Background: an optimization exercise with open tools, aiming at small area, a short achievable clock period and few clock cycles per item. Do not read the settings as production practice.
The RTL was checked by simulation tests, not by an equivalence proof against the original design.

--- config.mk ---
export PLATFORM = sky130hd
export DESIGN_NAME = col2im_2d_stream
export DESIGN_NICKNAME = col2im_2d_stream
export VERILOG_FILES = /design/flow/design.v
export SDC_FILE = /design/flow/constraint.sdc
export NUM_CORES = 4
export LEC_CHECK = 0
export ABC_AREA = 1
export CAP_MARGIN = 20
export CORE_MARGIN = 2
export CORE_UTILIZATION = 50
export CTS_CLUSTER_DIAMETER = 100
export CTS_CLUSTER_SIZE = 30
export SLEW_MARGIN = 20
--- constraint.sdc ---
create_clock -name core_clock -period 10.0 [get_ports {clk}]
set_input_delay 2.0000 -clock core_clock [delete_from_list [all_inputs] [get_ports {clk}]]
set_output_delay 2.0000 -clock core_clock [all_outputs]
set_load 0.01 [all_outputs]
--- flow/run.sh ---
#!/bin/bash
set -euo pipefail
bash standard.sh SETUP_SLACK_MARGIN=7 \
  "BUFFER_PORTS_ARGS=-buffer_cell sky130_fd_sc_hd__buf_2" \
  finish > flow_make.log 2>&1
--- standard.sh ---
#!/bin/bash
# synth_recipe.tcl (not shown) runs the flow's synth.tcl, then flattens the netlist and writes it again
# the make line also repeats each setting of config.mk as NAME=value (left out here)
make -C /OpenROAD-flow-scripts/flow DESIGN_CONFIG=/design/flow/config.mk WORK_HOME=/design/flow/orfs CLKGATE_MAP_FILE= SYNTH_SCRIPT=/design/flow/synth_recipe.tcl "${@:-finish}"
--- design.v ---
package col2im_pkg;
   typedef enum logic [1:0] {
      ST_IDLE  = 2'd0,
      ST_ACCUM = 2'd1,
      ST_DRAIN = 2'd2
   } col2im_state_t;
   function automatic int calc_hp(input int w, input int k, input int s);
      calc_hp = (w - k) / s + 1;
   endfunction
   function automatic int calc_vp(input int h, input int k, input int s);
      calc_vp = (h - k) / s + 1;
   endfunction
   function automatic int calc_npos(input int w, input int h, input int k, input int s);
      calc_npos = calc_hp(w, k, s) * calc_vp(h, k, s);
   endfunction
   function automatic int calc_nelem(input int w, input int h, input int k, input int s);
      calc_nelem = calc_npos(w, h, k, s) * k * k;
   endfunction
   function automatic int cnt_w(input int n);
      cnt_w = (n > 1) ? $clog2(n) : 1;
   endfunction
endpackage
module col2im_addr_gen
#(
   parameter int IMAGE_WIDTH  = 8,
   parameter int IMAGE_HEIGHT = 8,
   parameter int KERNEL_SIZE  = 3,
   parameter int STRIDE       = 1,
   parameter int KW           = col2im_pkg::cnt_w(KERNEL_SIZE),
   parameter int PXW          = col2im_pkg::cnt_w(IMAGE_WIDTH),
   parameter int PYW          = col2im_pkg::cnt_w(col2im_pkg::calc_vp(IMAGE_HEIGHT, KERNEL_SIZE, STRIDE) + 1)
) (
   input  logic            clk,
   input  logic            clr,
   input  logic            adv,
   input  logic            dadv,
   input  logic            hold,
   output logic [KW-1:0]   kc,
   output logic [KW-1:0]   kr,
   output logic [PXW-1:0]  px,
   output logic [PYW-1:0]  py
);
   localparam int HP  = col2im_pkg::calc_hp(IMAGE_WIDTH, KERNEL_SIZE, STRIDE);
   localparam logic [KW-1:0]  KMAX  = KW'(KERNEL_SIZE - 1);
   localparam logic [PXW-1:0] PXMAX = PXW'(HP - 1);
   localparam logic [PXW-1:0] CMAX  = PXW'(IMAGE_WIDTH - 1);
   logic kc_end, kr_end, px_end;
   logic [KW-1:0]  kc_n, kr_n;
   logic [PXW-1:0] px_n;
   logic [PYW-1:0] py_n;
   assign kc_end = (kc == KMAX);
   assign kr_end = (kr == KMAX);
   assign px_end = (px == PXMAX);
   always_comb begin
      kc_n = kc;
      kr_n = kr;
      px_n = px;
      py_n = py;
      if (adv) begin
         if (!kc_end) begin
            kc_n = kc + 1'b1;
         end else begin
            kc_n = '0;
            if (!kr_end) begin
               kr_n = kr + 1'b1;
            end else begin
               kr_n = '0;
               if (!px_end) begin
                  px_n = px + 1'b1;
               end else begin
                  px_n = '0;
                  py_n = py + 1'b1;
               end
            end
         end
      end else if (dadv) begin
         if (px == CMAX) begin
            px_n = '0;
            kr_n = kr + 1'b1;
         end else begin
            px_n = px + 1'b1;
         end
      end
   end
   always_ff @(posedge clk) begin
      if (clr) begin
         kc <= '0;
         kr <= '0;
         px <= '0;
         py <= '0;
      end else if (!hold) begin
         kc <= kc_n;
         kr <= kr_n;
         px <= px_n;
         py <= py_n;
      end
   end
endmodule
module col2im_2d_stream
#(
   parameter int IMAGE_WIDTH  = 8,
   parameter int IMAGE_HEIGHT = 8,
   parameter int KERNEL_SIZE  = 3,
   parameter int STRIDE       = 1,
   parameter int DATA_WIDTH   = 8,
   parameter int ACC_WIDTH    = DATA_WIDTH + $clog2(KERNEL_SIZE * KERNEL_SIZE)
) (
   input  logic                  clk,
   input  logic                  rst_n,
   input  logic                  start,
   input  logic                  in_valid,
   input  logic [DATA_WIDTH-1:0] in_data,
   output logic                  in_ready,
   output logic                  out_valid,
   output logic [ACC_WIDTH-1:0]  out_data,
   output logic                  out_last,
   input  logic                  out_ready,
   output logic                  busy,
   output logic                  done
);
   localparam int WBA = 11;
   localparam int WCB = 10;
   localparam int WCW = 11;
   localparam int WC  = 9;
   logic                  v_q;        
   logic [DATA_WIDTH-1:0] x_q;
   logic                  acc_on;     
   logic [1:0] kc, kr;
   logic [2:0] px, py;
   logic [WC-1:0]  l0c, l1c;
   logic [WBA-1:0] fba [8];
   logic [WCB-1:0] fcb [5];
   logic [WCW-1:0] fcb5, fcb6, fcb7;
   logic frame_start, in_hs, pop, r0_free, hold;
   logic lane_a, lane_b, lane_c, px5, kc0, kc1, kc2;
   logic is_exit, exit_a, stall, step, drain, dstep, push, push_last;
   logic zero_op, last_elem, last_acc;
   logic rot_a, rot_b, rot_c, shift_ba, shift_cb;
   logic exit_a_succ, v_q_nx, out_valid_nx, risk_nx;
   logic [ACC_WIDTH-1:0] opnd, sum;
   logic [DATA_WIDTH-1:0] x_eff;
   assign frame_start = start && !busy;
   assign in_hs       = in_valid && in_ready;
   assign pop         = out_valid && out_ready;
   col2im_addr_gen #(
      .IMAGE_WIDTH  (IMAGE_WIDTH),
      .IMAGE_HEIGHT (IMAGE_HEIGHT),
      .KERNEL_SIZE  (KERNEL_SIZE),
      .STRIDE       (STRIDE)
   ) u_addr_gen (
      .clk  (clk),
      .clr  (frame_start),
      .adv  (v_q),
      .dadv (drain),
      .hold (hold),
      .kc   (kc),
      .kr   (kr),
      .px   (px),
      .py   (py)
   );
   assign lane_a = (kr == 2'd0);
   assign lane_b = (kr == 2'd1);
   assign lane_c = (kr == 2'd2);
   assign kc0    = (kc == 2'd0);
   assign kc1    = (kc == 2'd1);
   assign kc2    = (kc == 2'd2);
   assign px5    = (px == 3'd5);
   assign is_exit   = kc0 || px5;
   assign exit_a    = lane_a && is_exit;
   assign r0_free   = !out_valid || out_ready;
   assign stall     = v_q && exit_a && !r0_free;
   assign step      = v_q && !stall;
   assign last_elem = (py == 3'd5) && px5 && lane_c && kc2;
   assign drain     = busy && py[2] && py[1] && !kr[1];
   assign dstep     = drain && r0_free;
   assign hold      = stall || (drain && !r0_free);
   assign push      = (step && exit_a) || dstep;
   assign push_last = drain && kr[0] && (px == 3'd7);
   assign zero_op = (px == 3'd0 || kc2) && (lane_c || py == 3'd0);
   always_comb begin
      case (kr)
         2'd0:    opnd = ACC_WIDTH'(fba[7]);
         2'd1:    opnd = ACC_WIDTH'(fcb7);
         default: opnd = ACC_WIDTH'(l0c);
      endcase
      if (zero_op) opnd = '0;
   end
   assign x_eff = v_q ? x_q : '0;
   assign sum   = opnd + ACC_WIDTH'(x_eff);
   assign rot_a    = step && lane_a;
   assign rot_b    = v_q && lane_b;
   assign rot_c    = v_q && lane_c;
   assign shift_ba = (v_q && is_exit && lane_b) || (dstep && !kr[0]);
   assign shift_cb = (v_q && is_exit && lane_c) || (dstep && kr[0]);
   always_ff @(posedge clk) begin
      if (rot_c) begin
         l0c <= l1c;
         l1c <= WC'(sum);
      end
      if (shift_ba) begin
         fba[0] <= WBA'(sum);
         for (int n = 1; n < 8; n++) fba[n] <= fba[n-1];
      end else if (rot_a) begin
         fba[5] <= WBA'(sum);
         fba[6] <= fba[5];
         fba[7] <= fba[6];
      end
      if (shift_cb) begin
         fcb[0] <= WCB'(sum);
         for (int n = 1; n < 5; n++) fcb[n] <= fcb[n-1];
         fcb5 <= WCW'(fcb[4]);
         fcb6 <= fcb5;
         fcb7 <= fcb6;
      end else if (rot_b) begin
         fcb5 <= WCW'(sum);
         fcb6 <= fcb5;
         fcb7 <= fcb6;
      end
      if (push) out_data <= sum;
   end
   assign exit_a_succ  = (lane_c && kc2) || (lane_a && px5 && !kc2);
   assign out_valid_nx = push || (out_valid && !out_ready);
   assign v_q_nx       = in_ready ? in_valid : (v_q && stall);
   assign risk_nx      = v_q_nx && out_valid_nx && (step ? exit_a_succ : exit_a);
   assign last_acc = in_hs && (v_q ? ((py == 3'd5) && px5 && lane_c && kc1) : last_elem);
   always_ff @(posedge clk) begin
      if (in_ready) x_q <= in_data;
   end
   always_ff @(posedge clk or negedge rst_n) begin
      if (!rst_n) begin
         v_q       <= 1'b0;
         acc_on    <= 1'b0;
         in_ready  <= 1'b0;
         out_valid <= 1'b0;
         out_last  <= 1'b0;
         busy      <= 1'b0;
         done      <= 1'b0;
      end else begin
         done      <= 1'b0;
         v_q       <= v_q_nx;
         out_valid <= out_valid_nx;
         if (push) out_last <= push_last;
         if (frame_start) begin
            busy     <= 1'b1;
            acc_on   <= 1'b1;
            in_ready <= 1'b1;
         end else begin
            if (last_acc) acc_on <= 1'b0;
            in_ready <= acc_on && !last_acc && !risk_nx;
            if (pop && out_last) begin
               busy <= 1'b0;
               done <= 1'b1;
            end
         end
      end
   end
endmodule
==> results.toml, run 1 <==
[status]
status = "timing/DRC/antenna clean"

[worst_setup_path]
cp_max_fo = 1
r2r-start = "u_addr_gen.px[0]"
path_cells = "buf_2"
critPathRequiredTime_ns = 8.00
slowest_stage = "edfxtp_1"
slowest_delay_ns = 0.41
path_delay_family = "flip-flops"
startpoint_type = "register"
r2r_setup_slack_ns = 7.19
critPathArrivalTime_ns = 1.02
path_buf_inv = 1
r2r-end = "fba[5][6]"
worstSetupPathType = "reg -> out"
rr_worst_depth = 17
end_kind = "output port"

[die]
coreArea_mm2 = 0.0165
start_util = 0.507
io_pins = 30
die_h_um = 133
die_w_um = 133
fp-row-count = 47
die-area_mm2 = 0.0177

[grt]
antenna_found_initial = 1
grt_use_total = 0.171
grt_max_degree = 35
grt_pass1_vias = 4204
grt-ovfl-total = 0
grt_pass1_wl_um = 22800

[synthesis]
synth_area_mm2 = 0.00835
synth_seq_area_share = 0.796
syn_area_per_cell_um2 = 14.4
synth_nets = 607
synth_simple_gate_area_share = 0.117
async_reset_ff_frac = 0.0310
yosysWarnings = 4
synthFlopType = "edfxtp_1"
synth_top_family_by_area = "simple AND/OR/NAND/NOR gates"
synth-seq-cells = 226
ys_types = 37
synth_compound_area_frac = 0.0244
syn_inst = 578
synthMuxAreaShare = 0
synth_xor_area_frac = 0.00824
synth_edf_count = 208
synth-adder-area-share = 0.0249

[flow_run]
maxCapViolCount = 0

[detailed_routing]
avgRoutedWirePerCell_um = 17.8
final_antenna_net_count = 0
drc = 0
wl_um = 15200
viasPerCell = 5.07
drt_iter0_markers = 249
num_vias = 4351
drt-pass1-iter-count = 5

[placement]
port_buffers = 29
dp.cells = 823
hpwl_um = 9350
place_congestion = 0.914

[sta]
tns_ns = 0
finalMaxSlewViolations = 0
timing.hold.ws_ns = 0.406
hold_viol = 0
slew_headroom = 0.398
period_share = 0.302
max_freq_mhz = 331
finClkSkew_ns = 0.0244
worstMarginPinSlew_ns = 0.899
rsz0062_at_grt = "yes"
setup_violations = 0
min_period_ns = 3.02

[layout]
antennaDiodeCount = 0
final_util = 0.580
finalNonFillerCells = 858
layout_common_cells = "edfxtp_1, nand2_1, inv_1, buf_2, nor2_1"
syn_to_final_growth_pct = 14.5
layout_commonest_cell = "edfxtp_1"
drive_gt1_frac = 0.166
num-nets-final = 663

[min_path]
hold_path_depth = 0
hp-class = "reg -> reg"
min_from = "fcb[3][8]"
min_to = "fcb[4][8]"

[clock_network]
holdBufCountCts = 0
cts_tree = "yes"
clk_pin_slew_worst_paths_ns = 0.11
cts_sinks = 226
clk_path_buf_depth = 3
cts-root-buf = "clkbuf_16"
cts_buffers = 11
clk_latency_ns = 0.47
htree_levels = 1
==> how the worst max path moves through the flow <==
stage / startpoint / to / slack (ns) / cells after the start
after global routing: out_data[9] / out_data[9] / 6.93 / 1
after detailed placement: out_ready / fba[7][5] / 5.89 / 8
final: out_data[9] / out_data[9] / 6.98 / 1
after global placement: out_ready / fcb7[0] / 5.94 / 8
after CTS: out_ready / fcb5[7] / 6.87 / 8
after floorplan: out_ready / fcb5[0] / 6.94 / 6
==> metrics by stage <==
stage	setup WS [ns]	area [µm²]
global route	6.93	9560
floorplan	6.94	8410
CTS	6.87	9360
finish	6.98	9560
global placement	5.94	8790
detailed placement	5.89	8810
==> synth_stat cells, types with 3 or more instances <==
master | count | area share
nor2_1 | 28 | 0.013
o21ai_0 | 12 | 0.0072
dfxtp_1 | 11 | 0.026
a21oi_1 | 11 | 0.0066
dfrtp_1 | 7 | 0.021
inv_1 | 41 | 0.018
nand2_2 | 6 | 0.0045
edfxtp_1 | 208 | 0.75
inv_2 | 10 | 0.0045
o21ai_1 | 6 | 0.0036
ha_1 | 15 | 0.022
nand3_1 | 24 | 0.014
xnor2_1 | 3 | 0.0031
xor2_1 | 3 | 0.0031
nand4_1 | 4 | 0.0030
nand2_1 | 161 | 0.072
==> kinds of logic after synthesis <==
kind of cell             after synthesis
adder cells (fa/ha/maj)               16
XOR/XNOR                               7
AND/OR/NAND/NOR                      233
flip-flops                           226
AO/OA/AOI/OAI                         37
buffers and inverters                 59
==> layout make-up <==
type,instances,area (µm²)
fill,1288,6910
multi-input combinational,297,1680
inverter,51,196
clock inverter,2,41.3
sequential,226,6650
tap,220,275
clock buffer,15,290
timing repair buffer,47,429
==> per-layer routing <==
metal | wire length (µm) | global-route usage | vias up
met5 | 0 | 0 | -
met4 | 572 | 0.0686 | 0
met3 | 948 | 0.0266 | 28
met2 | 7260 | 0.283 | 110
met1 | 6460 | 0.232 | 2098
li1 | - | - | 2115
==> sequential cells by signal, summed over array words and instances (netlist names), 2 cells and up <==
| register | count |
|---|---|
| x_q | 8 |
| l0c | 9 |
| out_data | 12 |
| fba | 88 |
| fcb6 | 11 |
| fcb5 | 11 |
| fcb7 | 11 |
| u_addr_gen.kr | 2 |
| u_addr_gen.kc | 2 |
| fcb | 50 |
| u_addr_gen.py | 3 |
| l1c | 9 |
| u_addr_gen.px | 3 |
==> timing repair <==
action / in CTS / in global routing
gates cloned: 5 / 3
setup endpoints to repair: 227 / 135
gates resized for setup: 14 / 16
pin swaps: 1 / 2
buffers inserted: 3 / 7
Testbench counts, summed over its fixed seeds: cycles 8,376, frames 24.
==> inputs of run 2 (changes only) <==
==> flow/run.sh (replaced) <==
#!/bin/bash
set -euo pipefail
bash standard.sh SETUP_SLACK_MARGIN=7.1 \
  "BUFFER_PORTS_ARGS=-buffer_cell sky130_fd_sc_hd__buf_2" \
  finish > flow_make.log 2>&1
--- a/config.mk
+++ b/config.mk
@@ -14 +14,2 @@
 export SLEW_MARGIN = 20
+export TNS_END_PERCENT = 0
==> run 2 against run 1 <==
Net effect: synthesized area stayed put; cell count is 1.3% lower; via count is 0.51% lower; sequential share of layout area is 1.1 points higher; fmax is 0.10% lower; critical endpoint is now in_ready; largest cell class unchanged.
==> results.toml, run 2 <==
[layout]
antennaDiodeCount = 0
drive_gt1_frac = 0.158
largest-register = "fba"
finalNonFillerCells = 847
num-nets-final = 654
layout_commonest_cell = "edfxtp_1"
largest_register_ffs = 88
syn_to_final_growth_pct = 12.8
nFillCells = 1313
layout_common_cells = "edfxtp_1, nand2_1, inv_1, buf_2, nor2_1"
reg_top3 = "fba (88), fcb (50), out_data (12)"
final_util = 0.572

[worst_setup_path]
r2r-start = "u_addr_gen.kr[1]"
cp.depth = 1
cp-startpoint = "in_ready"
slowest_delay_ns = 0.43
path_cells = "buf_6"
end_kind = "output port"
worstSetupPathType = "reg -> out"
path_buf_inv = 1
startpoint_type = "register"
r2r-end = "fcb5[6]"
rr_worst_depth = 17
critPathArrivalTime_ns = 1.03
r2r_setup_slack_ns = 7.07
critPathRequiredTime_ns = 8.00
slowest_stage = "dfrtp_2"
cp_max_fo = 2
path_delay_family = "flip-flops"
endpoint = "in_ready"

[placement]
hpwl_um = 9810
port_buffers = 29
place_congestion = 0.848
preCtsSetupSlack_ns = 5.94
dp.cells = 822

[detailed_routing]
final_antenna_net_count = 0
drc = 0
drt_iter0_markers = 279
avgRoutedWirePerCell_um = 18.0
drt-pass1-iter-count = 4
viasPerCell = 5.11
num_vias = 4329
wl_um = 15300

[clock_network]
clk_pin_slew_worst_paths_ns = 0.11
holdBufCountCts = 0
cts_buffers = 11
cts_sinks = 226
cts-root-buf = "clkbuf_16"
clk_latency_ns = 0.47
htree_levels = 1
cts_tree = "yes"
clk_path_buf_depth = 3

[synthesis]
synth-seq-cells = 226
netlist_top_cells_area = "edfxtp_1, nand2_1, dfxtp_1"
synth_area_mm2 = 0.00835
syn_area_per_cell_um2 = 14.4
yosysWarnings = 4
synthFlopType = "edfxtp_1"
synth_edf_count = 208
synth.top_cell.area_share = 0.748
synth.cells.most_frequent = "edfxtp_1, nand2_1, inv_1"
yosysMostFrequentCell = "edfxtp_1"
async_reset_ff_frac = 0.0310
ys_types = 37
synth_nets = 607
yosysTopAreaCell = "edfxtp_1"
syn_inst = 578
synth_seq_area_share = 0.796

[sta]
min_period_ns = 3.03
finalMaxSlewViolations = 0
max_freq_mhz = 330
finalWorstSetupSlack_ns = 6.97
setup_violations = 0
tns_ns = 0
rsz0062_at_grt = "yes"
finClkSkew_ns = 0.0203
slew_headroom = 0.510
hold_viol = 0
worstMarginPinSlew_ns = 0.736
period_share = 0.303

[grt]
grt_pass1_wl_um = 22900
grt_use_total = 0.175
grt-ovfl-total = 0
grt_max_degree = 36
antenna_found_initial = 0
grt_pass1_vias = 4134

[min_path]
hp-class = "reg -> reg"

[flow_run]
maxCapViolCount = 0

[die]
coreArea_mm2 = 0.0165
die-area_mm2 = 0.0177
fp-row-count = 47
start_util = 0.507
die_h_um = 133
die_w_um = 133
io_pins = 30

[status]
status = "timing/DRC/antenna clean"
[run 2: cell counts after synthesis]
No cell type changed its count.
[run 2: final cells by class]
| type | count | area [µm²] | share of cell area |
|---|---|---|---|
| Clock buffer | 13 | 283 | 0.0300 |
| Clock inverter | 2 | 17.5 | 0.00186 |
| Inverter | 51 | 196 | 0.0209 |
| Multi-Input combinational cell | 297 | 1690 | 0.179 |
| Sequential cell | 226 | 6650 | 0.706 |
| Tap cell | 220 | 275 | 0.0292 |
| Timing Repair Buffer | 38 | 307 | 0.0326 |
[run 2: worst min-delay path by stage]
stage                    from         to  slack (ns)  cells after the start
finish              fcb[1][0]  fcb[2][0]        0.41                      0
global route        fba[1][1]  fba[2][1]        0.43                      0
CTS                 fcb[1][0]  fcb[2][0]        0.42                      0
detailed placement  fba[0][6]  fba[1][6]        0.40                      0
global placement    fba[0][2]  fba[1][2]        0.40                      0
floorplan           fba[0][0]  fba[1][0]        0.40                      0
[run 2: what timing repair did]
item,4_1_cts,5_1_grt
gates resized for setup,19,14
pin swaps,0,2
endpoints found under the setup margin,253,142
hold endpoints to repair,0,0
cloned,3,3
setup buffers,3,1
[run 2: cell families (layout without fill, tap and decap cells)]
logic type | count (synthesis) | count (layout) | synth area share
fa+ha+maj | 16 | 16 | 0.0249
flops | 226 | 226 | 0.796
xor+xnor | 7 | 7 | 0.00825
compound gates | 37 | 40 | 0.0244
simple gates | 233 | 234 | 0.117
buf+inv | 59 | 104 | 0.0295
[run 2: per-layer routing]
metal  routed length [µm]  global-route usage  up-vias
met5                    0                   0        -
met1                 6330               0.219     2105
met3                  628              0.0301       28
met2                 7730               0.304       97
met4                  586              0.0733        0
li1                     -                   -     2099
[run 2: through the flow]
stage / area (µm²) / hold slack [ns]
final: 9410 / 0.414
after global routing: 9410 / 0.430
after CTS: 9290 / 0.422
after detailed placement: 8790 / 0.405
after global placement: 8790 / 0.401
after floorplan: 8410 / 0.400
==> inputs of run 3 (changes only) <==
--- a/design.v
+++ b/design.v
@@ -140,3 +140,2 @@
    logic [ACC_WIDTH-1:0] opnd, sum;
-   logic [DATA_WIDTH-1:0] x_eff;
    assign frame_start = start && !busy;
@@ -187,4 +186,3 @@
    end
-   assign x_eff = v_q ? x_q : '0;
-   assign sum   = opnd + ACC_WIDTH'(x_eff);
+   assign sum = opnd + ACC_WIDTH'(x_q);
    assign rot_a    = step && lane_a;
@@ -226,3 +224,3 @@
    always_ff @(posedge clk) begin
-      if (in_ready) x_q <= in_data;
+      if (in_ready || !acc_on) x_q <= acc_on ? in_data : '0;
    end
==> run 3 against run 2 <==
Net effect: cell count rose by 0.94%; first-iteration DRC count rose by 28%; critical path depth did not move; clock-buffer cell count rose by 2; register-to-register slack improved by 0.05 ns; critical path type unchanged; still clean; design area fell by 0.57%; sequential cell count did not move; hold slack improved by 0.0083 ns; die area rose by 0.22%.
==> results.toml, run 3 <==
[detailed_routing]
drt-pass1-iter-count = 4
final_antenna_net_count = 0
avgRoutedWirePerCell_um = 18.4
wl_um = 15700
viasPerCell = 5.12
top_layer_used = "met4"
wl_met1_um = 6680
num_vias = 4381
drt_iter0_markers = 357
drc = 0
route.met2.wl_um = 7860
met3WireLength_um = 789

[worst_setup_path]
critPathArrivalTime_ns = 1.03
cp_max_fo = 4
path_cells = "buf_2"
path_buf_inv = 1
r2r-start = "u_addr_gen.py[0]"
worstSetupPathType = "reg -> out"
path_delay_family = "flip-flops"
slowest_stage = "dfrtp_1"
cp-startpoint = "busy"
critPathRequiredTime_ns = 8.00
end_kind = "output port"
startpoint_type = "register"
slowest_delay_ns = 0.42

[grt]
antenna_found_initial = 0
grt-ovfl-total = 0
grt_max_degree = 36
grt_pass1_wl_um = 23900
grt_pass1_vias = 4308
grt_use_total = 0.178

[synthesis]
synth_nets = 618
synth.top_cell.area_share = 0.747
synth_seq_area_share = 0.794
synthFlopType = "edfxtp_1"
synth_area_mm2 = 0.00837
synth_edf_count = 208
yosysTopAreaCell = "edfxtp_1"
syn_area_per_cell_um2 = 14.2
syn_inst = 589
yosysMostFrequentCell = "edfxtp_1"
async_reset_ff_frac = 0.0310
ys_types = 35
synth.cells.most_frequent = "edfxtp_1, nand2_1, inv_1"
yosysWarnings = 4
synth-seq-cells = 226
netlist_top_cells_area = "edfxtp_1, nand2_1, dfxtp_1"

[layout]
multi_input_area_mm2 = 0.00162
antennaDiodeCount = 0
layout_common_cells = "edfxtp_1, nand2_1, inv_1, buf_2, nor2_1"
finalNonFillerCells = 855
largest-register = "fba"
fin_area_mm2 = 0.00936
num-nets-final = 660
layout_commonest_cell = "edfxtp_1"
largest_register_ffs = 88
drive_gt1_frac = 0.139
syn_to_final_growth_pct = 11.9
nFillCells = 1346
seq_area_mm2 = 0.00665
reg_top3 = "fba (88), fcb (50), out_data (12)"

[clock_network]
clk_latency_ns = 0.46
clk_pin_slew_worst_paths_ns = 0.11
holdBufCountCts = 0
cts_sinks = 226
cts_buffers = 11
htree_levels = 1
cts-root-buf = "clkbuf_16"
cts_tree = "yes"
clk_path_buf_depth = 3

[placement]
hpwl_um = 10200
dpl_cell_area_mm2 = 0.00880
port_buffers = 29
place_congestion = 0.924
dp.cells = 832

[sta]
finClkSkew_ns = 0.0140
rsz0062_at_grt = "yes"
slew_headroom = 0.521
tns_ns = 0
setup_violations = 0
max_freq_mhz = 330
worstMarginPinSlew_ns = 0.715
hold_viol = 0
finalMaxSlewViolations = 0
period_share = 0.303
min_period_ns = 3.03

[die]
coreArea_mm2 = 0.0165
die-area_mm2 = 0.0178
fp-row-count = 47
io_pins = 30
die_h_um = 133
die_w_um = 133
start_util = 0.508

[min_path]
hp-class = "reg -> reg"
min_from = "fcb[3][1]"

[flow_run]
maxCapViolCount = 0

[status]
status = "timing/DRC/antenna clean"
-- run 3: changes by cell type after synthesis, moves of 2 or more --
cell	delta
nand2_1	+2
inv_2	-4
a21o_1	-2
o21ai_1	-4
nand2_4	-2
o21ai_0	+9
inv_1	+10
-- run 3: cells by family after synthesis --
| family | synth area share |
|---|---|
| fa+ha+maj | 0.0248 |
| xor+xnor | 0.00628 |
| compound gates | 0.0269 |
| buf+inv | 0.0329 |
| flops | 0.794 |
| simple gates | 0.115 |
-- run 3: area by class of cell --
cell class | count | area share
clock inverter | 2 | 0.00187
inverter | 57 | 0.0234
multi-input combinational | 298 | 0.173
sequential | 226 | 0.710
clock buffer | 15 | 0.0310
timing repair buffer | 37 | 0.0313
tap | 220 | 0.0294
-- run 3: repair_timing --
action,CTS,global route
setup endpoints to repair,251,140
setup buffers,1,2
pin swaps,1,1
gates cloned,3,0
resized for setup,20,9
-- run 3: through the flow --
| step | hold slack [ns] | util | worst slack [ns] |
|---|---|---|---|
| final | 0.423 | 0.568 | 6.97 |
| after global routing | 0.427 | 0.568 | 6.87 |
| after CTS | 0.423 | 0.564 | 6.95 |
| after detailed placement | 0.405 | 0.534 | 5.97 |
| after global placement | 0.400 | 0.534 | 6.02 |
| after floorplan | 0.400 | - | 6.93 |
-- run 3: per-layer routing --
layer,GRT usage,vias to the layer above
li1,-,2103
met1,0.236,2135
met2,0.304,114
met3,0.0240,29
met4,0.0644,0
met5,0,-
-- run 3: final timing paths --
path | endpoint | slack, ns | cells past startpoint
setup / recovery | busy | 6.97 | 1
hold / removal | fcb[4][1] | 0.42 | 0
setup reg to reg | fcb[0][8] | 7.12 | 15
hold reg to reg | fcb[4][1] | 0.42 | 0
max in group asynchronous | in_ready | 8.51 | 1
min in group asynchronous | out_valid | 1.34 | 1
Testbench counts of run 3, summed over its fixed seeds: cycles 8,376, frames 24.

## afterwards: timing with drivers on the ports
No port has a modelled driver above. Below, the same layouts with a new extraction and two added sets of constraints.
Step 1: set_driving_cell puts a clkbuf_16 on clk and a buf_2 on each other input, an assumption about the parent block.
Step 2 also shifts input and output timing later by t, the mid clock arrival at the registers, as if the neighbouring blocks saw the same clock.
Three values: ideal ports, drivers, drivers and shift; two values: the first two.
run | t (ns) | setup slack, ns | worst data-port slew with drivers (ns)
run 1 | 0.496 | 6.977 / 6.937 / 6.595 | 0.04
run 2 | 0.503 | 6.974 / 6.931 / 6.537 | 0.03
run 3 | 0.495 | 6.969 / 6.928 / 6.503 | 0.04
After both steps every run listed still meets setup and hold. For run 3, which loses most, drivers alone change the setup slack by -0.041 ns; drivers and shift together by -0.466 ns.
